Context: an optimization exercise on an open-source flow, tuned for small area, a short achievable clock period and few clock cycles per item. The choices shown serve that exercise and are no tape-out recipe.
Function was not checked in any run shown here: the RTL went through the layout flow alone.
Power is estimated from default activity; no workload was simulated.

## flow/design.v

```verilog
`timescale 1ns/1ps
`default_nettype none
package mem_bus_pkg;
    localparam int unsigned ADDR_W = 32;
    localparam int unsigned BEAT_W = 64;
    localparam int unsigned WORD_W = 32;
    localparam int unsigned WORDS_PER_BEAT = BEAT_W / WORD_W;
endpackage
`default_nettype wire
`timescale 1ns/1ps
`default_nettype none
package stream_pkg;
    localparam int unsigned NODE_NUM = 4;
    localparam int unsigned LANE_FIFO_DEPTH = 8;
    localparam int unsigned MAX_OUTSTANDING = 16;
    localparam int unsigned COUNT_W = 4;
    localparam int unsigned OFFS_W = 17;
    localparam int unsigned CFG_W = 64;
    localparam int unsigned TRANS_W = NODE_NUM + 1;
endpackage
`default_nettype wire
`timescale 1ns/1ps
`default_nettype none
module stream_fifo #(
    parameter int unsigned WIDTH = 32,
    parameter int unsigned DEPTH = 8
) (
    input  logic                       clk_i,
    input  logic                       rst_ni,
    input  logic                       push_i,
    input  logic [WIDTH-1:0]           data_i,
    input  logic                       pop_i,
    output logic [WIDTH-1:0]           data_o,
    output logic                       empty_o,
    output logic                       full_o,
    output logic [$clog2(DEPTH+1)-1:0] count_o
);
    logic [WIDTH-1:0]           mem_q [DEPTH];
    logic [$clog2(DEPTH)-1:0]   wr_ptr_q;
    logic [$clog2(DEPTH)-1:0]   rd_ptr_q;
    logic [$clog2(DEPTH+1)-1:0] count_q;
    logic                       push_ok;
    logic                       pop_ok;
    assign empty_o = (count_q == '0);
    assign full_o  = (32'(count_q) == DEPTH);
    assign count_o = count_q;
    assign data_o  = mem_q[rd_ptr_q];
    assign push_ok = push_i && (!full_o || pop_i);
    assign pop_ok  = pop_i && !empty_o;
    always_ff @(posedge clk_i) begin
        if (push_ok) begin
            mem_q[wr_ptr_q] <= data_i;
        end
    end
    always_ff @(posedge clk_i or negedge rst_ni) begin
        if (!rst_ni) begin
            wr_ptr_q <= '0;
            rd_ptr_q <= '0;
            count_q  <= '0;
        end else begin
            if (push_ok) begin
                wr_ptr_q <= (32'(wr_ptr_q) == DEPTH - 1) ? '0 : wr_ptr_q + 1'b1;
            end
            if (pop_ok) begin
                rd_ptr_q <= (32'(rd_ptr_q) == DEPTH - 1) ? '0 : rd_ptr_q + 1'b1;
            end
            if (push_ok && !pop_ok) begin
                count_q <= count_q + 1'b1;
            end else if (!push_ok && pop_ok) begin
                count_q <= count_q - 1'b1;
            end
        end
    end
endmodule
`default_nettype wire
`timescale 1ns/1ps
`default_nettype none
module node_stream_lane (
    input  logic        clk_i,
    input  logic        rst_ni,
    input  logic [63:0] cfg_i,
    input  logic        active_i,
    input  logic        restart_i,
    input  logic        grant_i,
    input  logic        push_i,
    input  logic [31:0] word_i,
    output logic        req_o,
    output logic [31:0] req_addr_o,
    output logic        end_o,
    output logic [31:0] data_o,
    output logic        valid_o,
    input  logic        ready_i
);
    localparam int unsigned OFFS_W          = stream_pkg::OFFS_W;
    localparam int unsigned COUNT_W         = stream_pkg::COUNT_W;
    localparam int unsigned LANE_FIFO_DEPTH = stream_pkg::LANE_FIFO_DEPTH;
    logic [31:0]        cfg_base;
    logic [15:0]        cfg_size;
    logic [15:0]        cfg_stride;
    logic [OFFS_W-1:0]  offset_q;
    logic [COUNT_W-1:0] pending_q;
    logic [COUNT_W-1:0] fifo_count;
    logic [COUNT_W:0]   fill;
    logic               fifo_empty;
    logic               pop;
    assign cfg_base   = cfg_i[63:32];
    assign cfg_size   = cfg_i[31:16];
    assign cfg_stride = cfg_i[15:0];
    always_ff @(posedge clk_i or negedge rst_ni) begin
        if (!rst_ni) begin
            offset_q <= '0;
        end else if (restart_i) begin
            offset_q <= '0;
        end else if (grant_i) begin
            offset_q <= offset_q + {1'b0, cfg_stride};
        end
    end
    always_ff @(posedge clk_i or negedge rst_ni) begin
        if (!rst_ni) begin
            pending_q <= '0;
        end else if (grant_i && !push_i) begin
            pending_q <= pending_q + 1'b1;
        end else if (!grant_i && push_i) begin
            pending_q <= pending_q - 1'b1;
        end
    end
    assign fill  = {1'b0, fifo_count} + {1'b0, pending_q};
    assign end_o = (offset_q >= {1'b0, cfg_size});
    assign req_o      = active_i && !end_o && (32'(fill) < LANE_FIFO_DEPTH);
    assign req_addr_o = cfg_base + {{(32-OFFS_W){1'b0}}, offset_q};
    assign valid_o = !fifo_empty;
    assign pop     = valid_o && ready_i;
    stream_fifo #(
        .WIDTH (32),
        .DEPTH (LANE_FIFO_DEPTH)
    ) u_data_fifo (
        .clk_i   (clk_i),
        .rst_ni  (rst_ni),
        .push_i  (push_i),
        .data_i  (word_i),
        .pop_i   (pop),
        .data_o  (data_o),
        .empty_o (fifo_empty),
        .full_o  (),
        .count_o (fifo_count)
    );
endmodule
`default_nettype wire
`timescale 1ns/1ps
`default_nettype none
module read_issue_ctrl #(
    parameter int unsigned NODE_NUM = 4
) (
    input  logic                   clk_i,
    input  logic                   rst_ni,
    input  logic                   start_i,
    input  logic [NODE_NUM-1:0]    lane_req_i,
    input  logic [32*NODE_NUM-1:0] lane_addr_i,
    input  logic [NODE_NUM-1:0]    lane_end_i,
    input  logic                   outst_empty_i,
    input  logic                   outst_full_i,
    output logic [NODE_NUM-1:0]    grant_o,
    output logic                   active_o,
    output logic                   restart_o,
    output logic [NODE_NUM:0]      trans_o,
    output logic                   trans_push_o,
    output logic                   done_o,
    output logic [31:0]            ar_addr_o,
    output logic                   ar_valid_o,
    input  logic                   ar_ready_i
);
    logic                  run_q;
    logic                  run_d;
    logic [NODE_NUM-1:0]   rot_prev_q;
    logic [NODE_NUM-1:0]   rot_prev_d;
    logic [2*NODE_NUM-1:0] double_req;
    logic [2*NODE_NUM-1:0] double_grant;
    logic                  ar_free;
    logic                  arb_enable;
    logic                  new_trans;
    logic                  wait_q;
    logic                  wait_d;
    logic [31:0]           sel_addr;
    logic [31:0]           addr_q;
    always_comb begin
        run_d = run_q;
        if (start_i) begin
            run_d = 1'b1;
        end else if (run_q && (&lane_end_i) && outst_empty_i) begin
            run_d = 1'b0;
        end
    end
    assign active_o  = run_q;
    assign restart_o = run_q && !run_d;
    assign done_o    = !run_q;
    assign ar_free    = !wait_q || ar_ready_i;
    assign arb_enable = ar_free && !outst_full_i;
    always_comb begin
        double_req   = {lane_req_i, lane_req_i};
        double_grant = double_req & ~(double_req - {{NODE_NUM{1'b0}}, rot_prev_q});
        if (arb_enable) begin
            grant_o = double_grant[NODE_NUM-1:0] | double_grant[2*NODE_NUM-1:NODE_NUM];
        end else begin
            grant_o = '0;
        end
    end
    assign new_trans = |grant_o;
    assign rot_prev_d = new_trans ? {grant_o[NODE_NUM-2:0], grant_o[NODE_NUM-1]} : rot_prev_q;
    always_comb begin
        sel_addr = '0;
        for (int i = 0; i < NODE_NUM; i++) begin
            if (grant_o[i]) begin
                sel_addr = sel_addr | lane_addr_i[32*i +: 32];
            end
        end
    end
    assign wait_d = ar_free ? new_trans : wait_q;
    assign trans_o      = {grant_o, sel_addr[2]};
    assign trans_push_o = new_trans;
    assign ar_valid_o = wait_q;
    assign ar_addr_o  = {addr_q[31:3], 3'b000};
    always_ff @(posedge clk_i or negedge rst_ni) begin
        if (!rst_ni) begin
            run_q      <= 1'b0;
            wait_q     <= 1'b0;
            rot_prev_q <= {{(NODE_NUM-1){1'b0}}, 1'b1};
        end else begin
            run_q      <= run_d;
            wait_q     <= wait_d;
            rot_prev_q <= rot_prev_d;
        end
    end
    always_ff @(posedge clk_i) begin
        if (new_trans) begin
            addr_q <= sel_addr;
        end
    end
endmodule
`default_nettype wire
`timescale 1ns/1ps
`default_nettype none
module read_return_steer #(
    parameter int unsigned NODE_NUM        = 4,
    parameter int unsigned MAX_OUTSTANDING = 10
) (
    input  logic                clk_i,
    input  logic                rst_ni,
    input  logic [NODE_NUM:0]   trans_i,
    input  logic                trans_push_i,
    input  logic [63:0]         r_data_i,
    input  logic                r_valid_i,
    output logic                r_ready_o,
    output logic [31:0]         word_o,
    output logic [NODE_NUM-1:0] lane_push_o,
    output logic                outst_empty_o,
    output logic                outst_full_o
);
    logic [NODE_NUM:0] head;
    assign r_ready_o = 1'b1;
    assign word_o = head[0] ? r_data_i[63:32] : r_data_i[31:0];
    assign lane_push_o = r_valid_i ? head[NODE_NUM:1] : '0;
    stream_fifo #(
        .WIDTH (NODE_NUM + 1),
        .DEPTH (MAX_OUTSTANDING)
    ) u_tracker (
        .clk_i   (clk_i),
        .rst_ni  (rst_ni),
        .push_i  (trans_push_i),
        .data_i  (trans_i),
        .pop_i   (r_valid_i),
        .data_o  (head),
        .empty_o (outst_empty_o),
        .full_o  (outst_full_o),
        .count_o ()
    );
endmodule
`default_nettype wire
`timescale 1ns/1ps
`default_nettype none
module stream_reader_top (
    input  logic          clk_i,
    input  logic          rst_ni,
    input  logic          start_i,
    input  logic [255:0]  lane_cfg_i,
    output logic          done_o,
    output logic [31:0]   ar_addr_o,
    output logic          ar_valid_o,
    input  logic          ar_ready_i,
    input  logic [63:0]   r_data_i,
    input  logic          r_valid_i,
    output logic          r_ready_o,
    output logic [127:0]  data_o,
    output logic [3:0]    valid_o,
    input  logic [3:0]    ready_i
);
    localparam int unsigned NL    = stream_pkg::NODE_NUM;
    localparam int unsigned TRK_D = stream_pkg::MAX_OUTSTANDING;
    localparam int unsigned PTR_W = $clog2(TRK_D);
    logic        run_q;
    logic        issued_q;    
    logic [1:0]  cur_q;       
    logic [14:0] ow_q;        
    logic        ar_valid_q;
    logic [31:3] ar_addr_q;
    logic        trk_full;
    logic        trk_empty;
    logic [31:2] cur_base;
    logic [16:0] cur_size;
    logic [13:0] cur_stride;
    logic [31:2] cur_addr;
    logic        odd;
    logic        lane_end;
    logic        s4;
    logic        hi_owed;
    logic        two;
    logic        pair;
    logic [14:0] ow_p2;
    logic [14:0] ow_ps;
    logic [14:0] ow_next;
    logic        ar_free;
    logic        reading;
    logic        issue;
    logic        drained;
    always_comb begin
        cur_base   = lane_cfg_i[64*cur_q+34 +: 30];
        cur_size   = {1'b0, lane_cfg_i[64*cur_q+16 +: 16]};
        cur_stride = lane_cfg_i[64*cur_q+2 +: 14];
    end
    assign cur_addr = cur_base + {15'b0, ow_q};
    assign odd      = cur_base[2] ^ ow_q[0];
    assign lane_end = ({ow_q, 2'b00} >= cur_size);
    assign s4       = (cur_stride == 14'd1);
    assign hi_owed  = ({ow_q + 15'd1, 2'b00} < cur_size);
    assign pair     = s4 && !odd;
    assign two      = pair && hi_owed;
    assign ow_p2   = ow_q + 15'd2;
    assign ow_ps   = ow_q + {1'b0, cur_stride};
    assign ow_next = pair ? ow_p2 : ow_ps;
    assign reading = start_i || (run_q && !issued_q);
    assign ar_free = !ar_valid_q || ar_ready_i;
    assign issue   = reading && !lane_end && !trk_full && ar_free;
    assign drained = issued_q && trk_empty && !ar_valid_q;
    always_ff @(posedge clk_i or negedge rst_ni) begin
        if (!rst_ni) begin
            run_q      <= 1'b0;
            issued_q   <= 1'b0;
            cur_q      <= '0;
            ow_q       <= '0;
            ar_valid_q <= 1'b0;
        end else begin
            if (start_i) begin
                run_q <= 1'b1;
            end else if (drained) begin
                run_q <= 1'b0;
            end
            if (reading && lane_end) begin
                cur_q    <= cur_q + 1'b1;
                ow_q     <= '0;
                issued_q <= (cur_q == 2'(NL - 1));
            end else begin
                if (issue) begin
                    ow_q <= ow_next;
                end
                if (start_i) begin
                    issued_q <= 1'b0;
                end
            end
            if (ar_free) begin
                ar_valid_q <= issue;
            end
        end
    end
    always_ff @(posedge clk_i) begin
        if (ar_free) begin
            ar_addr_q <= cur_addr[31:3];
        end
    end
    assign done_o     = !run_q || drained;
    assign ar_valid_o = ar_valid_q;
    assign ar_addr_o  = {ar_addr_q, 3'b000};
    logic [3:0]       ring_q [TRK_D];
    logic [PTR_W-1:0] wr_q;
    logic [PTR_W-1:0] rd_q;
    logic [PTR_W:0]   cnt_q;
    logic [3:0]       head_q;
    logic             lo_done_q;
    logic [3:0]       entry;
    logic [1:0]       hl;
    logic             half;
    logic             last;
    logic             take;
    logic             pop;
    logic             to_head;
    assign entry     = {cur_q, odd, two};
    assign trk_full  = (32'(cnt_q) == TRK_D);
    assign trk_empty = (cnt_q == '0);
    assign hl        = head_q[3:2];
    assign half = head_q[1] || lo_done_q;
    assign last = !head_q[0] || lo_done_q;
    logic [NL-1:0] head_sel;
    logic [NL-1:0] pop_sel;
    for (genvar l = 0; l < NL; l++) begin : g_sel
        assign head_sel[l] = !trk_empty && (hl == 2'(l));
        assign pop_sel[l]  = head_sel[l] && last;
    end
    assign take = r_valid_i && |(ready_i & head_sel);
    assign pop  = r_valid_i && |(ready_i & pop_sel);
    assign to_head = (cnt_q == '0) || ((cnt_q == 1) && pop);
    always_ff @(posedge clk_i) begin
        if (ar_free) begin
            ring_q[wr_q] <= entry;
        end
    end
    always_ff @(posedge clk_i or negedge rst_ni) begin
        if (!rst_ni) begin
            wr_q      <= '0;
            rd_q      <= '0;
            cnt_q     <= '0;
            head_q    <= '0;
            lo_done_q <= 1'b0;
        end else begin
            if (issue && !to_head) begin
                wr_q <= wr_q + 1'b1;
            end
            if (issue && to_head) begin
                head_q <= entry;
            end else if (pop && cnt_q > 1) begin
                head_q <= ring_q[rd_q];
                rd_q   <= rd_q + 1'b1;
            end
            if (issue && !pop) begin
                cnt_q <= cnt_q + 1'b1;
            end else if (!issue && pop) begin
                cnt_q <= cnt_q - 1'b1;
            end
            if (take) begin
                lo_done_q <= !last;
            end
        end
    end
    assign r_ready_o = pop;
    for (genvar l = 0; l < NL; l++) begin : g_lane
        assign valid_o[l]         = r_valid_i && head_sel[l];
        assign data_o[32*l +: 32] = half ? r_data_i[63:32] : r_data_i[31:0];
    end
endmodule
`default_nettype wire
```

## flow/flow/run.sh

```bash
#!/bin/bash
# Standard layout, with the smallest plain buffer on every port
set -o pipefail
export BUFFER_PORTS_ARGS="-buffer_cell sky130_fd_sc_hd__buf_1"
bash standard.sh > standard.log 2>&1
```

## flow/standard.sh

```bash
#!/bin/bash
# synth_recipe.tcl (not shown) runs the flow's synth.tcl, then flattens the netlist and writes it again
# the make line also repeats each setting of config.mk as NAME=value (left out here)
make -C /OpenROAD-flow-scripts/flow DESIGN_CONFIG=/design/flow/config.mk WORK_HOME=/design/flow/orfs CLKGATE_MAP_FILE= SYNTH_SCRIPT=/design/flow/synth_recipe.tcl "${@:-finish}"
```

## flow/config.mk

```make
export PLATFORM = sky130hd
export DESIGN_NAME = stream_reader_top
export DESIGN_NICKNAME = stream_reader_top
export VERILOG_FILES = /design/flow/design.v
export SDC_FILE = /design/flow/constraint.sdc
export NUM_CORES = 4
export LEC_CHECK = 0
export CAP_MARGIN = 20
export CORE_MARGIN = 2
export CORE_UTILIZATION = 40
export SETUP_SLACK_MARGIN = 2.5
export SLEW_MARGIN = 20
```

## flow/constraint.sdc

```tcl
create_clock -name core_clock -period 5.5 [get_ports {clk_i}]
set_input_delay 1.1000 -clock core_clock [delete_from_list [all_inputs] [get_ports {clk_i}]]
set_output_delay 1.1000 -clock core_clock [all_outputs]
set_load 0.01 [all_outputs]
```

==> results_dict.tcl, run 1 <==
set metrics [dict create \
    status "no timing/DRC/antenna violations" \
    ant_nets 0 \
    multi_input_gate_area_in_the_final_layout_mm2 0.00673 \
    globalRoute.totalOverflow 0 \
    detailedPlacementHpwl_mm 27.3 \
    synth-main-ff-cell "sky130_fd_sc_hd__edfxtp_1" \
    cts_htree_levels 4 \
    synth.ff_latch_count 131 \
    endpoint_kind "flop" \
    ir_drop_uv 300 \
    area.sequential_mm2 0.00377 \
    syn-cell-area_mm2 0.0105 \
    avgViaCountPerCell 5.57 \
    critical_path_class "input port to flop" \
    detailed_route_via_count 9597 \
    hold_path.class "flop to flop" \
    synthDominantAreaCellType "sky130_fd_sc_hd__edfxtp_1" \
    area_delta_synth_final_pct 36.9 \
    max_cap_violations 0 \
    core_area_mm2 0.0260 \
    die_w_um 166 \
    num_io_pins 496 \
    tritoncts "built" \
    clkLatencyLatePin_ps 430 \
    antenna_cells_inserted 0 \
    ranking_of_synthesized_cells_by_area "sky130_fd_sc_hd__edfxtp_1 (26%), sky130_fd_sc_hd__mux4_2 (17%), sky130_fd_sc_hd__dfrtp_1 (9.0%), sky130_fd_sc_hd__ha_1 (8.2%), sky130_fd_sc_hd__buf_4 (7.1%)" \
    layout.cells.non_filler 1723 \
    clock_transition_at_the_registers_of_the_reported_paths_ps 70 \
    clock_skew_ps 10.5 \
    worst-endpoint-required_ps 5820 \
    setup_slack_ps 1960 \
    clock_sink_count 131 \
    post-route-drc-count 0 \
    final.period_utilization_pct 64.3 \
    drt_pass1_iterations 5 \
    distinct_cell_type_count_of_the_synthesized_netlist 68 \
    route.final.wire_length_mm 36.9 \
    syn-mean-instance-area_um2 11.5 \
    grt_first_pass_wirelength_mm 53.6 \
    slew_headroom_pct 32.2 \
    port_buffers 476 \
    die_h_um 166 \
    synth_warnings 1 \
    fmax_mhz 283 \
    synth.top_cells.by_count "sky130_fd_sc_hd__buf_4 (100), sky130_fd_sc_hd__edfxtp_1 (93), sky130_fd_sc_hd__mux4_2 (80), sky130_fd_sc_hd__ha_1 (69), sky130_fd_sc_hd__nand2_1 (54)" \
    synth_cells 915 \
    synth-edff-count 93 \
    worstMarginPinSlew_ps 1010 \
    total_routing_usage_reported_by_global_routing_pct 25.6 \
    fp-row-count 59 \
    wire_per_inst_um 21.4 \
    detail_route.iter0.violations 666 \
    crit_arrival_ps 3860 \
    holdBufCountCts 0 \
    num-nets-final 1775 \
    crit_path_start_kind "input port" \
    synthMostInstantiatedCell "sky130_fd_sc_hd__buf_4" \
    cts_inserted_buffers 17 \
    grt_pass1_vias 9109 \
    grt_max_degree 39 \
    final-hold-violation-count 0 \
    report.final.slew_viol_count 0 \
    setup_viol 0 \
    gp_congestion 0.872 \
    finalSetupTns_ps 0 \
    drive_above_1_share_pct 29.7 \
    min_period_ps 3540 \
    fin_hold_ws_ps 520 \
    grt_setup_unrepaired "yes" \
    leakage_power_of_the_design_uw 0.00532 \
    initial_utilization_pct 40.6 \
    final.fill_count 2202 \
    place_ws_ps 1380 \
    antenna_found_initial 0 \
    synth-async-reset-ratio_pct 29.0 \
    clk_root_buffer_cell "sky130_fd_sc_hd__clkbuf_16" \
    dp.cells 1598 \
    fp.dieArea_mm2 0.0277 \
    power.density_cell_area_mw_per_mm2 687 \
    yosys.area.top_type_share_pct 26.5 \
    timing.critical_path.fanout_max 3 \
    synth.yosys.seq_area_share_pct 35.5 \
    cts.path.max_buffers 2 \
]
## layer usage
| layer | track usage (%) | part of all wire, % | vias to the layer above |
|---|---|---|---|
| met3 | 4.00 | 6.8 | 64 |
| met1 | 33.8 | 40 | 4737 |
| met4 | 7.08 | 2.6 | 0 |
| met5 | 0 | 0 | - |
| li1 | - | - | 4333 |
| met2 | 44.1 | 51 | 463 |
## critical path: stages
cell and delay, ps:
sky130_fd_sc_hd__buf_1 60, sky130_fd_sc_hd__mux4_2 540, sky130_fd_sc_hd__ha_4 210, sky130_fd_sc_hd__fa_2 330, sky130_fd_sc_hd__a211o_1 310, sky130_fd_sc_hd__a2111oi_4 370
sky130_fd_sc_hd__o21bai_2 130, sky130_fd_sc_hd__xor2_1 190, sky130_fd_sc_hd__nor2_1 60, sky130_fd_sc_hd__a41o_1 220, sky130_fd_sc_hd__a2111oi_2 330
## final timing paths
path | start | slack (ps) | to | cells past startpoint
worst max-delay path | lane_cfg_i[194] | 1960 | ow_q[10] | 11
worst min-delay path | cnt_q[4] | 520 | cnt_q[4] | 1
worst max register to register | cur_q[0] | 2020 | ow_q[10] | 11
worst min register to register | cnt_q[4] | 520 | cnt_q[4] | 1
max in group asynchronous | rst_ni | 4300 | ow_q[4] | 2
min in group asynchronous | rst_ni | 740 | rd_q[2] | 2
## area by class of cell
cell class / count / area share [%]
sequential: 131 / 26.1
multi-input combinational: 613 / 46.6
inverter: 39 / 1.07
clock inverter: 15 / 1.26
timing repair buffer: 573 / 19.1
clock buffer: 17 / 2.95
tap: 335 / 2.90
## flip-flops by register name, summed over array words and instances, names as in the netlist
register,cells
ow_q,15
wr_q,4
cur_q,2
head_q,4
issued_q,1
run_q,1
lo_done_q,1
ar_valid_q,1
cnt_q,5
ring_q,64
rd_q,4
ar_addr_q,29
## logic make-up (layout without fill, tap and decap cells)
kind of cell,after synthesis,count (layout),share of synthesized area (%)
muxes,115,115,20.8
buffers and inverters,176,644,10.1
and+or+nand+nor,214,217,10.5
adders and majority gates,71,71,8.57
xor gates and xnor gates,60,60,4.98
AOI/OAI and AO/OA,147,147,9.54
other,1,3,0.0356
DFF,131,131,35.5
## cell usage in the layout (no fill, tap or decap), types with 17 or more instances in the layout
cell,instances
sky130_fd_sc_hd__dfrtp_1,21
sky130_fd_sc_hd__ha_4,20
sky130_fd_sc_hd__buf_6,22
sky130_fd_sc_hd__nor2_1,33
sky130_fd_sc_hd__mux4_2,80
sky130_fd_sc_hd__clkbuf_16,17
sky130_fd_sc_hd__buf_4,64
sky130_fd_sc_hd__xor2_1,20
sky130_fd_sc_hd__ha_1,46
sky130_fd_sc_hd__mux2_2,30
sky130_fd_sc_hd__buf_1,470
sky130_fd_sc_hd__nand2_1,39
sky130_fd_sc_hd__xnor2_1,35
sky130_fd_sc_hd__inv_1,27
sky130_fd_sc_hd__edfxtp_1,93
sky130_fd_sc_hd__a21oi_1,25
## where the power goes
| part | leakage (uW) | switching, uW | internal, uW |
|---|---|---|---|
| clock | 0.000300 | 519 | 654 |
| sequential | 0.00132 | 347 | 1560 |
| combinational | 0.00370 | 3600 | 3250 |
| total | 0.00532 | 4460 | 5460 |
## per-stage QoR
step	area, um2	util, %	power [uW]
after global routing	14400	55.6	10500
after floorplan	11000	-	6210
after CTS	14000	54.0	9460
after global placement	12300	47.1	7150
final	14400	55.6	9930
after detailed placement	12300	47.1	7220
## repair_timing
action / 4_1_cts / 5_1_grt
cloned: 3 / 0
setup endpoints to repair: 205 / 87
pin swaps: 60 / 42
buffers inserted: 68 / 22
gates resized for setup: 123 / 60
==> run 2: changes to the inputs <==
--- a/flow/design.v
+++ b/flow/design.v
@@ -299,85 +299,71 @@
     logic        run_q;
     logic        issued_q;    
     logic [1:0]  cur_q;       
-    logic [14:0] ow_q;        
-    logic        ar_valid_q;
-    logic [31:3] ar_addr_q;
+    logic [31:2] addr_q;      
+    logic [15:0] rem_q;       
+    logic [15:2] stride_q;
     logic        trk_full;
     logic        trk_empty;
-    logic [31:2] cur_base;
-    logic [16:0] cur_size;
-    logic [13:0] cur_stride;
-    logic [31:2] cur_addr;
-    logic        odd;
+    logic [1:0]  nxt;
+    logic [31:2] nxt_base;
+    logic [15:0] nxt_size;
+    logic [15:2] nxt_stride;
+    logic        reading;
     logic        lane_end;
-    logic        s4;
-    logic        hi_owed;
-    logic        two;
+    logic        lane_load;
     logic        pair;
-    logic [14:0] ow_p2;
-    logic [14:0] ow_ps;
-    logic [14:0] ow_next;
-    logic        ar_free;
-    logic        reading;
-    logic        issue;
+    logic        two;
+    logic [15:0] step;
+    logic [16:0] rem_diff;
+    logic        ar_take;
     logic        drained;
+    assign nxt = cur_q + 1'b1;
     always_comb begin
-        cur_base   = lane_cfg_i[64*cur_q+34 +: 30];
-        cur_size   = {1'b0, lane_cfg_i[64*cur_q+16 +: 16]};
-        cur_stride = lane_cfg_i[64*cur_q+2 +: 14];
+        nxt_base   = lane_cfg_i[64*nxt+34 +: 30];
+        nxt_size   = lane_cfg_i[64*nxt+16 +: 16];
+        nxt_stride = lane_cfg_i[64*nxt+2 +: 14];
     end
-    assign cur_addr = cur_base + {15'b0, ow_q};
-    assign odd      = cur_base[2] ^ ow_q[0];
-    assign lane_end = ({ow_q, 2'b00} >= cur_size);
-    assign s4       = (cur_stride == 14'd1);
-    assign hi_owed  = ({ow_q + 15'd1, 2'b00} < cur_size);
-    assign pair     = s4 && !odd;
-    assign two      = pair && hi_owed;
-    assign ow_p2   = ow_q + 15'd2;
-    assign ow_ps   = ow_q + {1'b0, cur_stride};
-    assign ow_next = pair ? ow_p2 : ow_ps;
-    assign reading = start_i || (run_q && !issued_q);
-    assign ar_free = !ar_valid_q || ar_ready_i;
-    assign issue   = reading && !lane_end && !trk_full && ar_free;
-    assign drained = issued_q && trk_empty && !ar_valid_q;
+    assign reading   = run_q && !issued_q;
+    assign lane_end  = (rem_q == '0);
+    assign lane_load = start_i || (reading && lane_end && cur_q != 2'(NL - 1));
+    assign pair     = (stride_q == 14'd1) && !addr_q[2];
+    assign two      = pair && (rem_q > 16'd4);
+    assign step     = pair ? 16'd8 : {stride_q, 2'b00};
+    assign rem_diff = {1'b0, rem_q} - {1'b0, step};
+    assign ar_valid_o = reading && !lane_end && !trk_full;
+    assign ar_addr_o  = {addr_q[31:3], 3'b000};
+    assign ar_take    = ar_valid_o && ar_ready_i;
+    assign drained    = issued_q && trk_empty;
+    assign done_o     = !run_q || drained;
     always_ff @(posedge clk_i or negedge rst_ni) begin
         if (!rst_ni) begin
-            run_q      <= 1'b0;
-            issued_q   <= 1'b0;
-            cur_q      <= '0;
-            ow_q       <= '0;
-            ar_valid_q <= 1'b0;
+            run_q    <= 1'b0;
+            issued_q <= 1'b0;
+            cur_q    <= 2'(NL - 1);
         end else begin
             if (start_i) begin
                 run_q <= 1'b1;
             end else if (drained) begin
                 run_q <= 1'b0;
             end
-            if (reading && lane_end) begin
-                cur_q    <= cur_q + 1'b1;
-                ow_q     <= '0;
-                issued_q <= (cur_q == 2'(NL - 1));
-            end else begin
-                if (issue) begin
-                    ow_q <= ow_next;
-                end
-                if (start_i) begin
-                    issued_q <= 1'b0;
-                end
-            end
-            if (ar_free) begin
-                ar_valid_q <= issue;
+            if (lane_load) begin
+                cur_q    <= nxt;
+                issued_q <= 1'b0;
+            end else if (reading && lane_end) begin
+                issued_q <= 1'b1;
             end
         end
     end
     always_ff @(posedge clk_i) begin
-        if (ar_free) begin
-            ar_addr_q <= cur_addr[31:3];
+        if (lane_load) begin
+            addr_q   <= nxt_base;
+            rem_q    <= nxt_size;
+            stride_q <= nxt_stride;
+        end else if (ar_take) begin
+            addr_q <= addr_q + {16'b0, step[15:2]};
+            rem_q  <= rem_diff[16] ? '0 : rem_diff[15:0];
         end
     end
-    assign done_o     = !run_q || drained;
-    assign ar_valid_o = ar_valid_q;
-    assign ar_addr_o  = {ar_addr_q, 3'b000};
     logic [3:0]       ring_q [TRK_D];
     logic [PTR_W-1:0] wr_q;
     logic [PTR_W-1:0] rd_q;
@@ -388,17 +374,17 @@
     logic [1:0]       hl;
     logic             half;
     logic             last;
+    logic [NL-1:0]    head_sel;
+    logic [NL-1:0]    pop_sel;
     logic             take;
     logic             pop;
     logic             to_head;
-    assign entry     = {cur_q, odd, two};
+    assign entry     = {cur_q, addr_q[2], two};
     assign trk_full  = (32'(cnt_q) == TRK_D);
     assign trk_empty = (cnt_q == '0);
     assign hl        = head_q[3:2];
     assign half = head_q[1] || lo_done_q;
     assign last = !head_q[0] || lo_done_q;
-    logic [NL-1:0] head_sel;
-    logic [NL-1:0] pop_sel;
     for (genvar l = 0; l < NL; l++) begin : g_sel
         assign head_sel[l] = !trk_empty && (hl == 2'(l));
         assign pop_sel[l]  = head_sel[l] && last;
@@ -407,8 +393,11 @@
     assign pop  = r_valid_i && |(ready_i & pop_sel);
     assign to_head = (cnt_q == '0) || ((cnt_q == 1) && pop);
     always_ff @(posedge clk_i) begin
-        if (ar_free) begin
-            ring_q[wr_q] <= entry;
+        ring_q[wr_q] <= entry;
+        if (ar_take && to_head) begin
+            head_q <= entry;
+        end else if (pop && cnt_q > 1) begin
+            head_q <= ring_q[rd_q];
         end
     end
     always_ff @(posedge clk_i or negedge rst_ni) begin
@@ -416,21 +405,17 @@
             wr_q      <= '0;
             rd_q      <= '0;
             cnt_q     <= '0;
-            head_q    <= '0;
             lo_done_q <= 1'b0;
         end else begin
-            if (issue && !to_head) begin
+            if (ar_take && !to_head) begin
                 wr_q <= wr_q + 1'b1;
             end
-            if (issue && to_head) begin
-                head_q <= entry;
-            end else if (pop && cnt_q > 1) begin
-                head_q <= ring_q[rd_q];
-                rd_q   <= rd_q + 1'b1;
+            if (pop && cnt_q > 1) begin
+                rd_q <= rd_q + 1'b1;
             end
-            if (issue && !pop) begin
+            if (ar_take && !pop) begin
                 cnt_q <= cnt_q + 1'b1;
-            end else if (!issue && pop) begin
+            end else if (!ar_take && pop) begin
                 cnt_q <= cnt_q - 1'b1;
             end
             if (take) begin
==> results_dict.tcl, run 2 <==
set metrics [dict create \
    status "no timing/DRC/antenna violations" \
    gr-usage-met3_pct 2.33 \
    initial_utilization_pct 40.3 \
    synth.yosys.seq_area_share_pct 39.8 \
    num-nets-final 1677 \
    cts_inserted_buffers 17 \
    ir_drop_uv 437 \
    critPathCapture "rem_q[1]" \
    gp_congestion 0.956 \
    critical_path_depth 11 \
    timing.critical_path.fanout_max 6 \
    fp.dieArea_mm2 0.0283 \
    cp_common_cell "sky130_fd_sc_hd__a21o_1" \
    clock_sink_count 146 \
    core_area_mm2 0.0267 \
    worstMarginPinSlew_ps 869 \
    cp_cell_sequence "nor4_2 -> nand4_1 -> nand2b_1 -> inv_2 -> fa_2 -> a21o_1 -> a221oi_4 -> and3_4 -> or2_4 -> a21o_4 -> a21o_1" \
    yosys.area.top_type_share_pct 35.6 \
    globalRoute.totalOverflow 0 \
    cts.path.max_buffers 2 \
    synth-async-reset-ratio_pct 12.3 \
    distinct_cell_type_count_of_the_synthesized_netlist 66 \
    detailedPlacementHpwl_mm 26.6 \
    grt.met2_usage_pct 45.6 \
    r2r_cells 11 \
    die_h_um 168 \
    drt_pass1_iterations 5 \
    finalSetupTns_ps 0 \
    cpMaxStageDelayCell "sky130_fd_sc_hd__edfxtp_1" \
    grt_first_pass_wirelength_mm 50.1 \
    clkLatencyLatePin_ps 430 \
    leakage_power_of_the_design_uw 0.00488 \
    clock_skew_ps 14.3 \
    crit_start "stride_q[12]" \
    syn-mean-instance-area_um2 11.6 \
    holdBufCountCts 0 \
    detail_route.iter0.violations 622 \
    antenna_found_initial 0 \
    slew_headroom_pct 41.7 \
    avgViaCountPerCell 5.48 \
    grt-busiest-layer "met2" \
    critical_path_class "flop to flop" \
    synth-edff-count 128 \
    largest_register_ff_count 64 \
    synthDominantAreaCellType "sky130_fd_sc_hd__edfxtp_1" \
    tritoncts "built" \
    report.final.slew_viol_count 0 \
    min_path_cells 1 \
    num_io_pins 496 \
    route.final.wire_length_mm 35.6 \
    setup_viol 0 \
    place_ws_ps 1690 \
    finish.instance_area_mm2 0.0136 \
    min_period_ps 3070 \
    synth_cells 927 \
    syn-cell-area_mm2 0.0108 \
    largest_stage_delay_on_the_critical_path_ps 460 \
    synth.top_cells.by_count "sky130_fd_sc_hd__buf_4 (130), sky130_fd_sc_hd__edfxtp_1 (128), sky130_fd_sc_hd__mux4_2 (77), sky130_fd_sc_hd__nand2_1 (75), sky130_fd_sc_hd__o21ai_0 (41)" \
    ranking_of_synthesized_cells_by_area "sky130_fd_sc_hd__edfxtp_1 (36%), sky130_fd_sc_hd__mux4_2 (16%), sky130_fd_sc_hd__buf_4 (9.1%), sky130_fd_sc_hd__ha_1 (4.3%), sky130_fd_sc_hd__mux2_2 (3.9%)" \
    most_used_cells_in_the_layout_excluding_fill_and_tap_cells "sky130_fd_sc_hd__buf_1 (459), sky130_fd_sc_hd__edfxtp_1 (128), sky130_fd_sc_hd__mux4_2 (77)" \
    post-route-drc-count 0 \
    top_register "ring_q" \
    setup_slack_ps 2430 \
    detailed_route_via_count 9112 \
    synth.ff_latch_count 146 \
    startpoint_of_the_worst_register_to_register_path "stride_q[12]" \
    cts_htree_levels 4 \
    wire_per_inst_um 21.4 \
    critPathBufInv 1 \
    final-hold-violation-count 0 \
    total_routing_usage_reported_by_global_routing_pct 23.9 \
    r2r_setup_slack_ps 2430 \
    fmax_mhz 326 \
    grt_use_met1_pct 28.3 \
    grt_max_degree 56 \
    hold_path.class "flop to flop" \
    crit_arrival_ps 3200 \
    power.density_cell_area_mw_per_mm2 656 \
    reg_top3 "ring_q: 64 flops, addr_q: 30 flops, rem_q: 16 flops" \
    port_buffers 476 \
    max_cap_violations 0 \
    final.period_utilization_pct 55.7 \
    clock_transition_at_the_registers_of_the_reported_paths_ps 70 \
    fp-row-count 60 \
    crit_path_start_kind "flop" \
    endpoint_kind "flop" \
    clk_root_buffer_cell "sky130_fd_sc_hd__clkbuf_16" \
    area_delta_synth_final_pct 25.8 \
    die_w_um 168 \
    reg2reg_to "rem_q[1]" \
    dpl-instance-area_mm2 0.0119 \
    drive_above_1_share_pct 22.3 \
    antenna_cells_inserted 0 \
    synth_warnings 1 \
    cp_top_family "simple AND/OR/NAND/NOR gates" \
    grt_setup_unrepaired "yes" \
    most_common_library_cell_in_the_layout_ignoring_fill_and_taps "sky130_fd_sc_hd__buf_1" \
    grt_pass1_vias 8336 \
    synth-main-ff-cell "sky130_fd_sc_hd__edfxtp_1" \
    worst-endpoint-required_ps 5630 \
    synthMostInstantiatedCell "sky130_fd_sc_hd__buf_4" \
    ant_nets 0 \
]
## run 2: changes by cell type in the layout (fill, tap and decap cells not counted), moves of 9 or more
cell	change
sky130_fd_sc_hd__o21ai_0	+28
sky130_fd_sc_hd__buf_1	-11
sky130_fd_sc_hd__xnor2_1	-11
sky130_fd_sc_hd__nand2_1	+35
sky130_fd_sc_hd__ha_4	-18
sky130_fd_sc_hd__dfrtp_2	-12
sky130_fd_sc_hd__edfxtp_1	+35
sky130_fd_sc_hd__mux2_2	-9
sky130_fd_sc_hd__mux2_4	+12
sky130_fd_sc_hd__buf_4	-11
sky130_fd_sc_hd__ha_1	-12
sky130_fd_sc_hd__and3_1	+10
## run 2: area by class of cell
type	instances	area [um2]
clock buffer	20	500
clock inverter	12	129
fill	2410	13200
inverter	31	119
multi-input combinational	573	5630
sequential	146	4300
tap	341	427
timing repair buffer	540	2450
## run 2: metrics by stage
step	hold WS (ps)	utilization (%)	cells	power, uW
after global placement	523	44.6	1573	6770
after floorplan	461	-	929	5900
after CTS	538	48.9	1648	8490
after detailed placement	526	44.6	1573	6810
final	533	50.8	1663	8900
after global routing	546	50.8	1663	9440
## run 2: layer usage
metal  vias to the layer above  wire, um
li1                       4135         -
met1                      4472     13400
met2                       453     19700
met3                        52      1810
met4                         0       805
met5                         -         0
## run 2: cell families after synthesis
group	Yosys count	share of synthesized area, %
buffers and inverters	212	12.1
other	1	0.0348
DFF	146	39.8
adders and majority gates	39	4.66
muxes	119	20.4
and+or+nand+nor	220	10.3
xor gates and xnor gates	40	3.25
AOI/OAI and AO/OA	150	9.38
## run 2: worst min path at each step
stage	startpoint	slack (ps)	endpoint
after detailed placement	cnt_q[4]	530	cnt_q[4]
final	cnt_q[4]	530	cnt_q[4]
after floorplan	lo_done_q	460	lo_done_q
after global placement	cnt_q[4]	520	cnt_q[4]
after global routing	cnt_q[4]	550	cnt_q[4]
after CTS	cnt_q[4]	540	cnt_q[4]
## run 2: where the power goes
group | total (uW) | switching, uW | internal, uW
Clock | 1230 | 509 | 720
Combinational | 5400 | 2930 | 2480
Sequential | 2270 | 467 | 1800
## run 2: timing repair
action / in CTS / in global routing
setup buffers: 41 / 13
endpoints found under the setup margin: 191 / 123
endpoints found under the hold margin: 0 / 0
pin swaps: 26 / 32
resized for setup: 35 / 95
cloned: 2 / 2
==> run 3: changes to the inputs <==
--- a/flow/config.mk
+++ b/flow/config.mk
@@ -8,5 +8,5 @@
 export CAP_MARGIN = 20
 export CORE_MARGIN = 2
 export CORE_UTILIZATION = 40
-export SETUP_SLACK_MARGIN = 2.5
+export SETUP_SLACK_MARGIN = 1.5
 export SLEW_MARGIN = 20
==> results_dict.tcl, run 3 <==
set metrics [dict create \
    reg_top3 "ring_q: 64 flops, addr_q: 30 flops, rem_q: 16 flops" \
    holdBufCountCts 0 \
    route.final.wire_length_mm 32.8 \
    timing.critical_path.fanout_max 12 \
    antenna_found_initial 1 \
    largest_stage_delay_on_the_critical_path_ps 470 \
    synth_warnings 1 \
    drt-met1-wl_mm 12.3 \
    largest_register_ff_count 64 \
    ranking_of_synthesized_cells_by_area "sky130_fd_sc_hd__edfxtp_1 (36%), sky130_fd_sc_hd__mux4_2 (16%), sky130_fd_sc_hd__buf_4 (9.1%), sky130_fd_sc_hd__ha_1 (4.3%), sky130_fd_sc_hd__mux2_2 (3.9%)" \
    cp_cell_sequence "nor4_1 -> nand4_1 -> nand2b_1 -> inv_1 -> fa_1 -> a21o_1 -> a221oi_1 -> and3_1 -> or2_4 -> a21o_2 -> a21o_1" \
    syn-mean-instance-area_um2 11.6 \
    clkLatencyLatePin_ps 420 \
    tritoncts "built" \
    critical_path_class "flop to flop" \
    crit_path_start_kind "flop" \
    cts_htree_levels 4 \
    synthMostInstantiatedCell "sky130_fd_sc_hd__buf_4" \
    wire_per_inst_um 20.4 \
    syn-cell-area_mm2 0.0108 \
    clock_skew_ps 9.87 \
    fp.dieArea_mm2 0.0283 \
    ant_nets 0 \
    synth-async-reset-ratio_pct 12.3 \
    max_cap_violations 0 \
    ir_drop_uv 415 \
    hold_path.class "flop to flop" \
    r2r_setup_slack_ps 1870 \
    grt_pass1_vias 7942 \
    critPathBufInv 1 \
    grt_setup_unrepaired "no" \
    cpMaxStageDelayCell "sky130_fd_sc_hd__edfxtp_1" \
    most_common_library_cell_in_the_layout_ignoring_fill_and_taps "sky130_fd_sc_hd__buf_1" \
    synth_cells 927 \
    fmax_mhz 275 \
    distinct_cell_type_count_of_the_synthesized_netlist 66 \
    endpoint_kind "flop" \
    finish.instance_area_mm2 0.0125 \
    final.fill_count 2513 \
    min_period_ps 3630 \
    total_routing_usage_reported_by_global_routing_pct 22.6 \
    met3_length_mm 2.11 \
    detailed_route_via_count 8606 \
    die_w_um 168 \
    worst-endpoint-required_ps 5630 \
    drt_pass1_iterations 5 \
    detailedPlacementHpwl_mm 26.7 \
    final.period_utilization_pct 66.0 \
    die_h_um 168 \
    cts_inserted_buffers 17 \
    gp_congestion 0.906 \
    synthDominantAreaCellType "sky130_fd_sc_hd__edfxtp_1" \
    crit_arrival_ps 3760 \
    cts_setup_buffers 0 \
    post-route-drc-count 0 \
    drive_above_1_share_pct 13.4 \
    status "no timing/DRC/antenna violations" \
    num-nets-final 1620 \
    leakage_power_of_the_design_uw 0.00434 \
    grt_max_degree 59 \
    clock_transition_at_the_registers_of_the_reported_paths_ps 60 \
    port_buffers 476 \
    core_area_mm2 0.0267 \
    top_register "ring_q" \
    post-route-util_pct 46.8 \
    cp_common_cell "sky130_fd_sc_hd__a21o_1" \
    area_delta_synth_final_pct 15.9 \
    worstMarginPinSlew_ps 1030 \
    fin_hold_ws_ps 550 \
    final-hold-violation-count 0 \
    detail_route.iter0.violations 486 \
    synth.top_cells.by_count "sky130_fd_sc_hd__buf_4 (130), sky130_fd_sc_hd__edfxtp_1 (128), sky130_fd_sc_hd__mux4_2 (77), sky130_fd_sc_hd__nand2_1 (75), sky130_fd_sc_hd__o21ai_0 (41)" \
    most_used_cells_in_the_layout_excluding_fill_and_tap_cells "sky130_fd_sc_hd__buf_1 (476), sky130_fd_sc_hd__edfxtp_1 (128), sky130_fd_sc_hd__mux4_2 (77)" \
    yosys.area.top_type_share_pct 35.6 \
    globalRoute.totalOverflow 0 \
    clk_root_buffer_cell "sky130_fd_sc_hd__clkbuf_16" \
    report.final.slew_viol_count 0 \
    detailroute.wirelength.met2_mm 17.1 \
    cts.path.max_buffers 2 \
    fp-row-count 60 \
    grt_first_pass_wirelength_mm 47.2 \
    synth-edff-count 128 \
    power.density_cell_area_mw_per_mm2 633 \
    top_layer "met4" \
    synth.yosys.seq_area_share_pct 39.8 \
    slew_headroom_pct 30.7 \
    avgViaCountPerCell 5.36 \
    num_io_pins 496 \
    cp_top_family "compound AO/OA/AOI/OAI gates" \
    finalSetupTns_ps 0 \
    initial_utilization_pct 40.3 \
    synth.ff_latch_count 146 \
    dpl-instance-area_mm2 0.0119 \
    synth-main-ff-cell "sky130_fd_sc_hd__edfxtp_1" \
    clock_sink_count 146 \
    setup_viol 0 \
]
==> run 3: cell counts after synthesis <==
Identical to the previous run, type by type.
==> run 3: power breakdown <==
part | internal [uW] | switching [uW] | total, uW
combinational | 2000 | 2500 | 4500
sequential | 1800 | 461 | 2260
clock | 710 | 440 | 1150
==> run 3: kinds of logic (layout without fill, tap and decap cells) <==
group	Yosys count	count (layout)	share of synthesized area (%)
other	1	4	0.0348
AO/OA/AOI/OAI	150	150	9.38
multiplexers	119	119	20.4
buffers and inverters	212	547	12.1
flip-flops	146	146	39.8
XOR/XNOR	40	40	3.25
AND/OR/NAND/NOR	220	220	10.3
adder cells (fa/ha/maj)	39	39	4.66
==> run 3: path summary, 6_finish.rpt <==
check | start | endpoint | depth (start not counted)
worst max-delay path | stride_q[10] | rem_q[1] | 11
max in group asynchronous | rst_ni | cur_q[0] | 2
worst min-delay path | cnt_q[4] | cnt_q[4] | 1
worst min register to register | cnt_q[4] | cnt_q[4] | 1
min in group asynchronous | rst_ni | wr_q[3] | 2
worst max register to register | stride_q[10] | rem_q[1] | 11
==> run 3: area by class of cell <==
cell class              instances  area [um2]  area share (%)
inverters                      31         116           0.931
diodes                          1        2.50          0.0200
clock buffers                  22         444            3.55
clock inverters                 9         134            1.07
flip-flops and latches        146        4300            34.4
multi-input cells             571        5210            41.7
repair buffers                485        1870            14.9
well taps                     341         427            3.41
==> run 3: timing repair <==
action / CTS / global route
setup endpoints to repair: 0 / 2
hold endpoints to repair: 0 / 0
gates resized for setup: 0 / 1
==> run 3: metrics by stage <==
step	total power, uW	worst slack [ps]	instances
after global placement	6740	1730	1573
after global routing	8480	1620	1605
after detailed placement	6780	1740	1574
after CTS	7960	1720	1605
final	7910	1870	1606
after floorplan	5890	2230	929
==> run 3: layer usage <==
metal | up-vias | GRT usage, %
li1 | 4006 | -
met1 | 4099 | 26.7
met2 | 441 | 40.7
met3 | 60 | 3.50
met4 | 0 | 10.0
met5 | - | 0
==> run 4: changes to the inputs <==
--- a/flow/design.v
+++ b/flow/design.v
@@ -300,21 +300,20 @@
     logic        issued_q;    
     logic [1:0]  cur_q;       
     logic [31:2] addr_q;      
-    logic [15:0] rem_q;       
-    logic [15:2] stride_q;
+    logic [16:0] rem_q;       
+    logic [15:2] step_q;      
+    logic        s4_q;        
     logic        trk_full;
     logic        trk_empty;
     logic [1:0]  nxt;
     logic [31:2] nxt_base;
     logic [15:0] nxt_size;
     logic [15:2] nxt_stride;
+    logic        nxt_s4;
     logic        reading;
     logic        lane_end;
     logic        lane_load;
-    logic        pair;
     logic        two;
-    logic [15:0] step;
-    logic [16:0] rem_diff;
     logic        ar_take;
     logic        drained;
     assign nxt = cur_q + 1'b1;
@@ -323,13 +322,11 @@
         nxt_size   = lane_cfg_i[64*nxt+16 +: 16];
         nxt_stride = lane_cfg_i[64*nxt+2 +: 14];
     end
+    assign nxt_s4 = (nxt_stride == 14'd1);
     assign reading   = run_q && !issued_q;
-    assign lane_end  = (rem_q == '0);
+    assign lane_end  = rem_q[16] || (rem_q == '0);
     assign lane_load = start_i || (reading && lane_end && cur_q != 2'(NL - 1));
-    assign pair     = (stride_q == 14'd1) && !addr_q[2];
-    assign two      = pair && (rem_q > 16'd4);
-    assign step     = pair ? 16'd8 : {stride_q, 2'b00};
-    assign rem_diff = {1'b0, rem_q} - {1'b0, step};
+    assign two = s4_q && !addr_q[2] && (rem_q > 17'sd4);
     assign ar_valid_o = reading && !lane_end && !trk_full;
     assign ar_addr_o  = {addr_q[31:3], 3'b000};
     assign ar_take    = ar_valid_o && ar_ready_i;
@@ -356,12 +353,16 @@
     end
     always_ff @(posedge clk_i) begin
         if (lane_load) begin
-            addr_q   <= nxt_base;
-            rem_q    <= nxt_size;
-            stride_q <= nxt_stride;
+            addr_q <= nxt_base;
+            rem_q  <= {1'b0, nxt_size};
+            s4_q   <= nxt_s4;
+            step_q <= nxt_s4 ? (nxt_base[2] ? 14'd1 : 14'd2) : nxt_stride;
         end else if (ar_take) begin
-            addr_q <= addr_q + {16'b0, step[15:2]};
-            rem_q  <= rem_diff[16] ? '0 : rem_diff[15:0];
+            addr_q <= addr_q + {16'b0, step_q};
+            rem_q  <= rem_q - {1'b0, step_q, 2'b00};
+            if (s4_q) begin
+                step_q <= 14'd2;
+            end
         end
     end
     logic [3:0]       ring_q [TRK_D];
==> results_dict.tcl, run 4 <==
set metrics [dict create \
    die_w_um 168 \
    cpMaxStageDelayCell "sky130_fd_sc_hd__dfstp_4" \
    clk_root_buffer_cell "sky130_fd_sc_hd__clkbuf_16" \
    final.period_utilization_pct 66.8 \
    area_delta_synth_final_pct 16.2 \
    wire_per_inst_um 19.7 \
    synth_warnings 1 \
    post-route-drc-count 0 \
    startpoint_of_the_worst_register_to_register_path "cur_q[0]" \
    grt_first_pass_wirelength_mm 46.1 \
    worstMarginPinSlew_ps 903 \
    cp_top_family "flip-flops" \
    synth_compound_area_share_pct 8.54 \
    max_cap_violations 0 \
    port_buffers 476 \
    timing.critical_path.fanout_max 45 \
    num-nets-final 1609 \
    switching_power_uw 3500 \
    route.final.wire_length_mm 31.4 \
    crit_path_start_kind "flop" \
    fmax_mhz 272 \
    hold_end "cnt_q[4]" \
    grt_max_degree 70 \
    yosys.area.top_type_share_pct 36.0 \
    power.density_cell_area_mw_per_mm2 647 \
    synth_cells 897 \
    ranking_of_synthesized_cells_by_area "sky130_fd_sc_hd__edfxtp_1 (36%), sky130_fd_sc_hd__mux4_2 (17%), sky130_fd_sc_hd__buf_4 (9.1%), sky130_fd_sc_hd__ha_1 (4.5%), sky130_fd_sc_hd__mux2_2 (3.9%)" \
    gp_congestion 0.869 \
    globalRoute.totalOverflow 0 \
    min_period_ps 3670 \
    endpoint_kind "flop" \
    ant_nets 0 \
    synth-edff-count 129 \
    syn-mean-instance-area_um2 12.0 \
    status "no timing/DRC/antenna violations" \
    largest_stage_delay_on_the_critical_path_ps 1030 \
    power_report.internal_total_uw 4580 \
    crit_arrival_ps 3850 \
    critPathBufInv 1 \
    initial_utilization_pct 40.4 \
    most_common_library_cell_in_the_layout_ignoring_fill_and_taps "sky130_fd_sc_hd__buf_1" \
    cts_htree_levels 4 \
    worst-endpoint-required_ps 5670 \
    final.fill_count 2475 \
    fp-row-count 60 \
    post_synth_and_or_nand_nor_area_fraction_pct 9.62 \
    yosys-mux-area-fraction_pct 20.9 \
    synthXorXnorAreaFrac_pct 3.83 \
    clock_transition_at_the_registers_of_the_reported_paths_ps 70 \
    r2r_setup_slack_ps 1830 \
    finalSetupTns_ps 0 \
    slew_headroom_pct 39.6 \
    power.share.switching_pct 43.4 \
    synthMostInstantiatedCell "sky130_fd_sc_hd__buf_4" \
    drive_above_1_share_pct 14.0 \
    grt_setup_unrepaired "no" \
    min_path_cells 1 \
    clock_skew_ps 10.7 \
    ir_drop_uv 250 \
    cts_setup_buffers 0 \
    critical_path_class "flop to flop" \
    share_seq_of_total_power_pct 30.1 \
    cts.path.max_buffers 2 \
    synth.ff_latch_count 148 \
    die_h_um 168 \
    reg2reg_to "step_q[2]" \
    pwr-share-clk_pct 14.1 \
    fp.dieArea_mm2 0.0282 \
    antenna_found_initial 1 \
    detailed_route_via_count 8369 \
    post_synth_fa_ha_maj_area_fraction_pct 4.91 \
    largest_register_ff_count 64 \
    detailedPlacementHpwl_mm 25.5 \
    synth.yosys.seq_area_share_pct 40.4 \
    min_from "cnt_q[4]" \
    total_routing_usage_reported_by_global_routing_pct 21.6 \
    syn-cell-area_mm2 0.0108 \
    tritoncts "built" \
    hold_path.class "flop to flop" \
    cts_inserted_buffers 17 \
    grt_pass1_vias 8035 \
    clock_sink_count 148 \
    drt_pass1_iterations 5 \
    final-hold-violation-count 0 \
    avgViaCountPerCell 5.25 \
    distinct_cell_type_count_of_the_synthesized_netlist 65 \
    holdBufCountCts 0 \
    top_register "ring_q" \
    synth.top_cells.by_count "sky130_fd_sc_hd__buf_4 (130), sky130_fd_sc_hd__edfxtp_1 (129), sky130_fd_sc_hd__mux4_2 (81), sky130_fd_sc_hd__nand2_1 (81), sky130_fd_sc_hd__o21ai_0 (54)" \
    reg_top3 "ring_q: 64 flops, addr_q: 30 flops, rem_q: 17 flops" \
    report.final.slew_viol_count 0 \
    power.combinational.fraction_pct 55.8 \
    detail_route.iter0.violations 531 \
    num_io_pins 496 \
    setup_viol 0 \
    leakage_power_of_the_design_uw 0.00437 \
    clkLatencyLatePin_ps 420 \
    r2r_cells 7 \
    cts_repair_resize_count 0 \
    post-route-util_pct 46.9 \
    synth-async-reset-ratio_pct 12.2 \
    most_used_cells_in_the_layout_excluding_fill_and_tap_cells "sky130_fd_sc_hd__buf_1 (476), sky130_fd_sc_hd__edfxtp_1 (129), sky130_fd_sc_hd__mux4_2 (81), sky130_fd_sc_hd__nand2_1 (81), sky130_fd_sc_hd__o21ai_0 (54)" \
    largest_family_of_logic_cells_by_synthesized_area "multiplexers" \
    cp_cell_sequence "ha_2 -> buf_4 -> mux4_2 -> nor4_1 -> nand3b_1 -> nor3_1 -> nor2_1" \
    core_area_mm2 0.0267 \
    synthDominantAreaCellType "sky130_fd_sc_hd__edfxtp_1" \
    synth-main-ff-cell "sky130_fd_sc_hd__edfxtp_1" \
]
run 4: cell types whose count changed after synthesis, moves of 13 or more:
cell / before / now
sky130_fd_sc_hd__clkbuf_1: 32 / 14
sky130_fd_sc_hd__xor2_1: 14 / 31
sky130_fd_sc_hd__and2_1: 12 / 26
sky130_fd_sc_hd__o21ai_0: 41 / 54
run 4: area by class of cell:
class	instances	area (um2)	area share (%)
Multi-Input combinational cell	558	5170	41.4
Sequential cell	148	4350	34.8
Timing Repair Buffer	484	1850	14.8
Clock buffer	18	439	3.51
Tap cell	341	427	3.41
Clock inverter	14	144	1.15
Inverter	30	113	0.901
Antenna cell	1	2.50	0.0200
run 4: per-stage QoR:
step	setup slack, ps	hold WS (ps)	cell area [um2]	cells	power (uW)
3_3_place_gp	1900	490	11900	1561	6890
6_report	1830	501	12500	1594	8080
4_1_cts	1820	500	12500	1593	8140
5_1_grt	1560	516	12500	1593	8680
3_5_place_dp	1820	485	11900	1561	6970
2_1_floorplan	2570	461	10800	899	6050
run 4: power by group through the flow:
stage / Clock (uW) / Combinational, uW / Sequential [uW]
finish: 1140 / 4500 / 2430
global route: 1210 / 4950 / 2510
CTS: 1160 / 4530 / 2440
detailed placement: 0 / 4510 / 2460
global placement: 0 / 4450 / 2440
floorplan: 0 / 3940 / 2110
run 4: metal layers:
| metal | share of wire [%] | vias up | global-route usage, % |
|---|---|---|---|
| met5 | 0 | - | 0 |
| met4 | 1.5 | 0 | 5.41 |
| met3 | 6.3 | 22 | 3.64 |
| met2 | 51 | 387 | 38.1 |
| met1 | 41 | 4026 | 27.8 |
| li1 | - | 3934 | - |
run 4: kinds of logic (layout without fill, tap and decap cells):
family | count (synthesis) | in the layout
fa+ha+maj | 41 | 41
flops | 148 | 148
simple gates | 206 | 206
mux | 119 | 119
compound gates | 142 | 142
xor+xnor | 47 | 47
other cells | 1 | 4
buf+inv | 193 | 546
run 4: how the worst max path moves through the flow:
stage / start / end / slack [ps] / cells past startpoint
floorplan: r_valid_i / valid_o[0] / 2570 / 2
global placement: cur_q[0] / step_q[2] / 1900 / 7
detailed placement: cur_q[0] / step_q[2] / 1820 / 7
CTS: cur_q[0] / step_q[2] / 1820 / 7
global route: cur_q[0] / step_q[2] / 1560 / 7
finish: cur_q[0] / step_q[2] / 1830 / 7
==> run 5: changes to the inputs <==
--- a/flow/design.v
+++ b/flow/design.v
@@ -369,49 +369,45 @@
     logic [PTR_W-1:0] wr_q;
     logic [PTR_W-1:0] rd_q;
     logic [PTR_W:0]   cnt_q;
-    logic [3:0]       head_q;
-    logic             lo_done_q;
+    logic [NL-1:0]    sel_q;
+    logic             half_q;
+    logic             last_q;
     logic [3:0]       entry;
-    logic [1:0]       hl;
-    logic             half;
-    logic             last;
-    logic [NL-1:0]    head_sel;
+    logic [3:0]       load;
+    logic [NL-1:0]    load_sel;
     logic [NL-1:0]    pop_sel;
     logic             take;
     logic             pop;
     logic             to_head;
+    logic             from_ring;
     assign entry     = {cur_q, addr_q[2], two};
     assign trk_full  = (32'(cnt_q) == TRK_D);
     assign trk_empty = (cnt_q == '0);
-    assign hl        = head_q[3:2];
-    assign half = head_q[1] || lo_done_q;
-    assign last = !head_q[0] || lo_done_q;
+    assign pop_sel = last_q ? sel_q : '0;
+    assign take    = r_valid_i && |(ready_i & sel_q);
+    assign pop     = r_valid_i && |(ready_i & pop_sel);
+    assign to_head   = ar_take && ((cnt_q == '0) || ((cnt_q == 1) && pop));
+    assign from_ring = pop && (cnt_q > 1);
+    assign load      = from_ring ? ring_q[rd_q] : entry;
     for (genvar l = 0; l < NL; l++) begin : g_sel
-        assign head_sel[l] = !trk_empty && (hl == 2'(l));
-        assign pop_sel[l]  = head_sel[l] && last;
+        assign load_sel[l] = (load[3:2] == 2'(l));
     end
-    assign take = r_valid_i && |(ready_i & head_sel);
-    assign pop  = r_valid_i && |(ready_i & pop_sel);
-    assign to_head = (cnt_q == '0) || ((cnt_q == 1) && pop);
     always_ff @(posedge clk_i) begin
         ring_q[wr_q] <= entry;
-        if (ar_take && to_head) begin
-            head_q <= entry;
-        end else if (pop && cnt_q > 1) begin
-            head_q <= ring_q[rd_q];
-        end
     end
     always_ff @(posedge clk_i or negedge rst_ni) begin
         if (!rst_ni) begin
-            wr_q      <= '0;
-            rd_q      <= '0;
-            cnt_q     <= '0;
-            lo_done_q <= 1'b0;
+            wr_q   <= '0;
+            rd_q   <= '0;
+            cnt_q  <= '0;
+            sel_q  <= '0;
+            half_q <= 1'b0;
+            last_q <= 1'b0;
         end else begin
             if (ar_take && !to_head) begin
                 wr_q <= wr_q + 1'b1;
             end
-            if (pop && cnt_q > 1) begin
+            if (from_ring) begin
                 rd_q <= rd_q + 1'b1;
             end
             if (ar_take && !pop) begin
@@ -419,15 +415,22 @@
             end else if (!ar_take && pop) begin
                 cnt_q <= cnt_q - 1'b1;
             end
-            if (take) begin
-                lo_done_q <= !last;
+            if (to_head || from_ring) begin
+                sel_q  <= load_sel;
+                half_q <= load[1];
+                last_q <= !load[0];
+            end else if (pop) begin
+                sel_q  <= '0;
+            end else if (take) begin
+                half_q <= 1'b1;
+                last_q <= 1'b1;
             end
         end
     end
     assign r_ready_o = pop;
     for (genvar l = 0; l < NL; l++) begin : g_lane
-        assign valid_o[l]         = r_valid_i && head_sel[l];
-        assign data_o[32*l +: 32] = half ? r_data_i[63:32] : r_data_i[31:0];
+        assign valid_o[l]         = r_valid_i && sel_q[l];
+        assign data_o[32*l +: 32] = half_q ? r_data_i[63:32] : r_data_i[31:0];
     end
 endmodule
 `default_nettype wire
--- a/flow/config.mk
+++ b/flow/config.mk
@@ -8,5 +8,5 @@
 export CAP_MARGIN = 20
 export CORE_MARGIN = 2
 export CORE_UTILIZATION = 40
-export SETUP_SLACK_MARGIN = 1.5
+export SETUP_SLACK_MARGIN = 2.5
 export SLEW_MARGIN = 20
==> results_dict.tcl, run 5 <==
set metrics [dict create \
    most_common_library_cell_in_the_layout_ignoring_fill_and_taps "sky130_fd_sc_hd__buf_1" \
    critical_path_class "flop to output port" \
    antenna_found_initial 3 \
    crit_arrival_ps 2050 \
    report.final.slew_viol_count 0 \
    reg_top3 "ring_q: 64 flops, addr_q: 30 flops, rem_q: 17 flops" \
    crit_path_start_kind "flop" \
    synth.yosys.seq_area_share_pct 40.5 \
    power.combinational.fraction_pct 57.3 \
    detail_route.iter0.violations 472 \
    synthDominantAreaCellType "sky130_fd_sc_hd__edfxtp_1" \
    fin_hold_ws_ps 519 \
    power.density_cell_area_mw_per_mm2 656 \
    min_period_ps 3150 \
    clock_transition_at_the_registers_of_the_reported_paths_ps 70 \
    synth_cells 911 \
    fp-row-count 60 \
    power_report.internal_total_uw 4730 \
    drive_above_1_share_pct 15.2 \
    grt_pass1_vias 8040 \
    synth.ff_latch_count 149 \
    holdBufCountCts 0 \
    synth_warnings 1 \
    syn-mean-instance-area_um2 11.8 \
    detailedPlacementHpwl_mm 26.1 \
    ranking_of_synthesized_cells_by_area "sky130_fd_sc_hd__edfxtp_1 (35%), sky130_fd_sc_hd__mux4_2 (16%), sky130_fd_sc_hd__buf_4 (9.5%), sky130_fd_sc_hd__dfrtp_1 (4.9%), sky130_fd_sc_hd__ha_1 (4.5%)" \
    final.period_utilization_pct 57.2 \
    core_area_mm2 0.0267 \
    synth-async-reset-ratio_pct 15.4 \
    grt_setup_unrepaired "yes" \
    grt_first_pass_wirelength_mm 46.7 \
    leakage_power_of_the_design_uw 0.00452 \
    die_w_um 168 \
    ant_nets 0 \
    r2r_cells 8 \
    min_from "sel_q[0]" \
    r2r_setup_slack_ps 2640 \
    hold_path.class "flop to flop" \
    die_h_um 168 \
    synthMostInstantiatedCell "sky130_fd_sc_hd__buf_4" \
    initial_utilization_pct 40.3 \
    cts_htree_levels 4 \
    grt_max_degree 68 \
    min_path_cells 2 \
    most_used_cells_in_the_layout_excluding_fill_and_tap_cells "sky130_fd_sc_hd__buf_1 (474), sky130_fd_sc_hd__edfxtp_1 (125), sky130_fd_sc_hd__nand2_1 (92)" \
    final-hold-violation-count 0 \
    cp_cell_sequence "nor4_2 -> nand4_1 -> o41ai_4 -> nor2b_4 -> buf_6" \
    cp_top_family "simple AND/OR/NAND/NOR gates" \
    fp.dieArea_mm2 0.0282 \
    startpoint_of_the_worst_register_to_register_path "rem_q[9]" \
    wire_per_inst_um 20.0 \
    num-nets-final 1631 \
    drt_pass1_iterations 5 \
    synth-main-ff-cell "sky130_fd_sc_hd__edfxtp_1" \
    layout.cells.non_filler 1615 \
    total_routing_usage_reported_by_global_routing_pct 22.3 \
    timing.critical_path.fanout_max 2 \
    port_buffers 476 \
    reg2reg_to "addr_q[21]" \
    largest_stage_delay_on_the_critical_path_ps 420 \
    area_delta_synth_final_pct 18.2 \
    clkLatencyLatePin_ps 430 \
    synth-edff-count 125 \
    critPathBufInv 1 \
    share_seq_of_total_power_pct 27.7 \
    antenna_cells_inserted 0 \
    largest_register_ff_count 64 \
    route.final.wire_length_mm 32.4 \
    setup_viol 0 \
    num_io_pins 496 \
    syn-cell-area_mm2 0.0108 \
    ir_drop_uv 273 \
    top_register "ring_q" \
    switching_power_uw 3610 \
    hold_end "sel_q[0]" \
    cts.path.max_buffers 2 \
    post-route-drc-count 0 \
    globalRoute.totalOverflow 0 \
    dp.cells 1574 \
    avgViaCountPerCell 5.24 \
    endpoint_kind "output port" \
    power.share.switching_pct 43.3 \
    gp_congestion 0.850 \
    worst-endpoint-required_ps 4400 \
    clock_skew_ps 17.0 \
    finalSetupTns_ps 0 \
    fmax_mhz 318 \
    status "no timing/DRC/antenna violations" \
    distinct_cell_type_count_of_the_synthesized_netlist 70 \
    synth.top_cells.by_count "sky130_fd_sc_hd__buf_4 (136), sky130_fd_sc_hd__edfxtp_1 (125), sky130_fd_sc_hd__nand2_1 (94), sky130_fd_sc_hd__mux4_2 (78), sky130_fd_sc_hd__ha_1 (39)" \
    clk_root_buffer_cell "sky130_fd_sc_hd__clkbuf_16" \
    cpMaxStageDelayCell "sky130_fd_sc_hd__edfxtp_1" \
    worstMarginPinSlew_ps 849 \
    slew_headroom_pct 43.4 \
    clock_sink_count 149 \
    tritoncts "built" \
    detailed_route_via_count 8460 \
    pwr-share-clk_pct 15.0 \
    cts_inserted_buffers 17 \
    max_cap_violations 0 \
    yosys.area.top_type_share_pct 34.9 \
]
-- run 5: cells by family (layout without fill, tap and decap cells) --
| group | count (synthesis) | after routing | share of synthesized area, % |
|---|---|---|---|
| other | 1 | 3 | 0.0349 |
| adder cells (fa/ha/maj) | 41 | 41 | 4.91 |
| AO/OA/AOI/OAI | 138 | 138 | 8.22 |
| multiplexers | 116 | 116 | 20.3 |
| XOR/XNOR | 47 | 47 | 3.83 |
| AND/OR/NAND/NOR | 225 | 225 | 10.5 |
| flip-flops | 149 | 149 | 40.5 |
| buffers and inverters | 194 | 555 | 11.7 |
-- run 5: repair_timing --
item,in CTS,in global routing
endpoints found under the hold margin,0,0
endpoints found under the setup margin,66,75
setup buffers,5,4
pin swaps,4,5
gates resized for setup,10,11
-- run 5: tightest hold or removal path, delay by kind of cell (launching register included) --
| family | cells | cell delay, ps |
|---|---|---|
| AOI/OAI and AO/OA | 1 | 60 |
| and+or+nand+nor | 1 | 60 |
| DFF | 1 | 370 |
-- run 5: final cells by class --
| class | count | area (um2) |
|---|---|---|
| Clock buffer | 17 | 425 |
| Tap cell | 341 | 427 |
| Timing Repair Buffer | 494 | 1960 |
| Clock inverter | 15 | 208 |
| Multi-Input combinational cell | 570 | 5210 |
| Sequential cell | 149 | 4360 |
| Fill cell | 2490 | 13900 |
| Inverter | 29 | 121 |
-- run 5: worst max-delay path by stage --
stage               startpoint    endpoint  slack, ps  cells after the start
floorplan            addr_q[2]  addr_q[28]       2520                      9
global placement      rem_q[9]    rem_q[7]       2050                      8
detailed placement    rem_q[9]   rem_q[10]       2010                      8
CTS                   rem_q[9]  ar_valid_o       2260                      5
global route          rem_q[6]  ar_valid_o       2240                      5
finish                rem_q[9]  ar_valid_o       2350                      5
-- run 5: metrics by stage --
step / utilization (%) / setup WS (ps) / instance area [um2] / total power [uW]
floorplan: - / 2520 / 10800 / 6070
global placement: 44.6 / 2050 / 11900 / 6920
detailed placement: 44.6 / 2010 / 11900 / 6970
CTS: 47.4 / 2260 / 12600 / 8340
global route: 47.7 / 2240 / 12700 / 8930
finish: 47.7 / 2350 / 12700 / 8330
-- run 5: per-layer routing --
metal | GRT usage, % | share of wire, % | vias up
li1 | - | - | 3962
met1 | 25.7 | 38 | 4055
met2 | 41.4 | 54 | 392
met3 | 3.95 | 5.5 | 49
met4 | 7.67 | 2.9 | 2
met5 | 0 | 0.056 | -
-- run 5: power groups by stage --
stage,logic (uW),registers (uW),clock network [uW]
global placement,4560,2360,0
CTS,4760,2310,1270
floorplan,3960,2110,0
global route,5250,2370,1310
finish,4780,2310,1250
detailed placement,4600,2370,0

afterwards: timing with drivers on the ports:
The results above use ideal ports. As a check the final layouts listed here were re-extracted and re-timed, cells and wires unchanged.
Step 1 sets driving cells, clkbuf_16 on the clock port and buf_2 on the other inputs (assumed; they add their load-dependent delay and slew).
Step 2 times the ports against the registers' clock, not the clock port: input delays grow and output delays shrink by t, the midpoint of the rising clock arrivals with the driver on.
Three values: no drivers, after step 1, after step 2; two values: the first two.
run	t, ns	slack for setup (ns)	hold slack, ns	worst setup path after step 2	worst slew at a driven data input, ns
run 1	0.478	1.964 / 1.989 / 1.511	0.520 / 0.520 / 0.520	input to register	0.12
run 2	0.468	2.434 / 2.419 / 2.419	0.533 / 0.533 / 0.533	input to output	0.07
run 3	0.462	1.869 / 1.869 / 1.869	0.550 / 0.550 / 0.550	register to register	0.18
run 4	0.465	1.829 / 1.829 / 1.829	0.501 / 0.501 / 0.501	register to register	0.09
run 5	0.464	2.353 / 2.307 / 2.549	0.519 / 0.519 / 0.519	input to output	0.14
After both steps setup and hold are still met in every run listed. For run 1, which loses most, drivers alone change the setup slack by +0.025 ns; drivers and shift together by -0.453 ns.
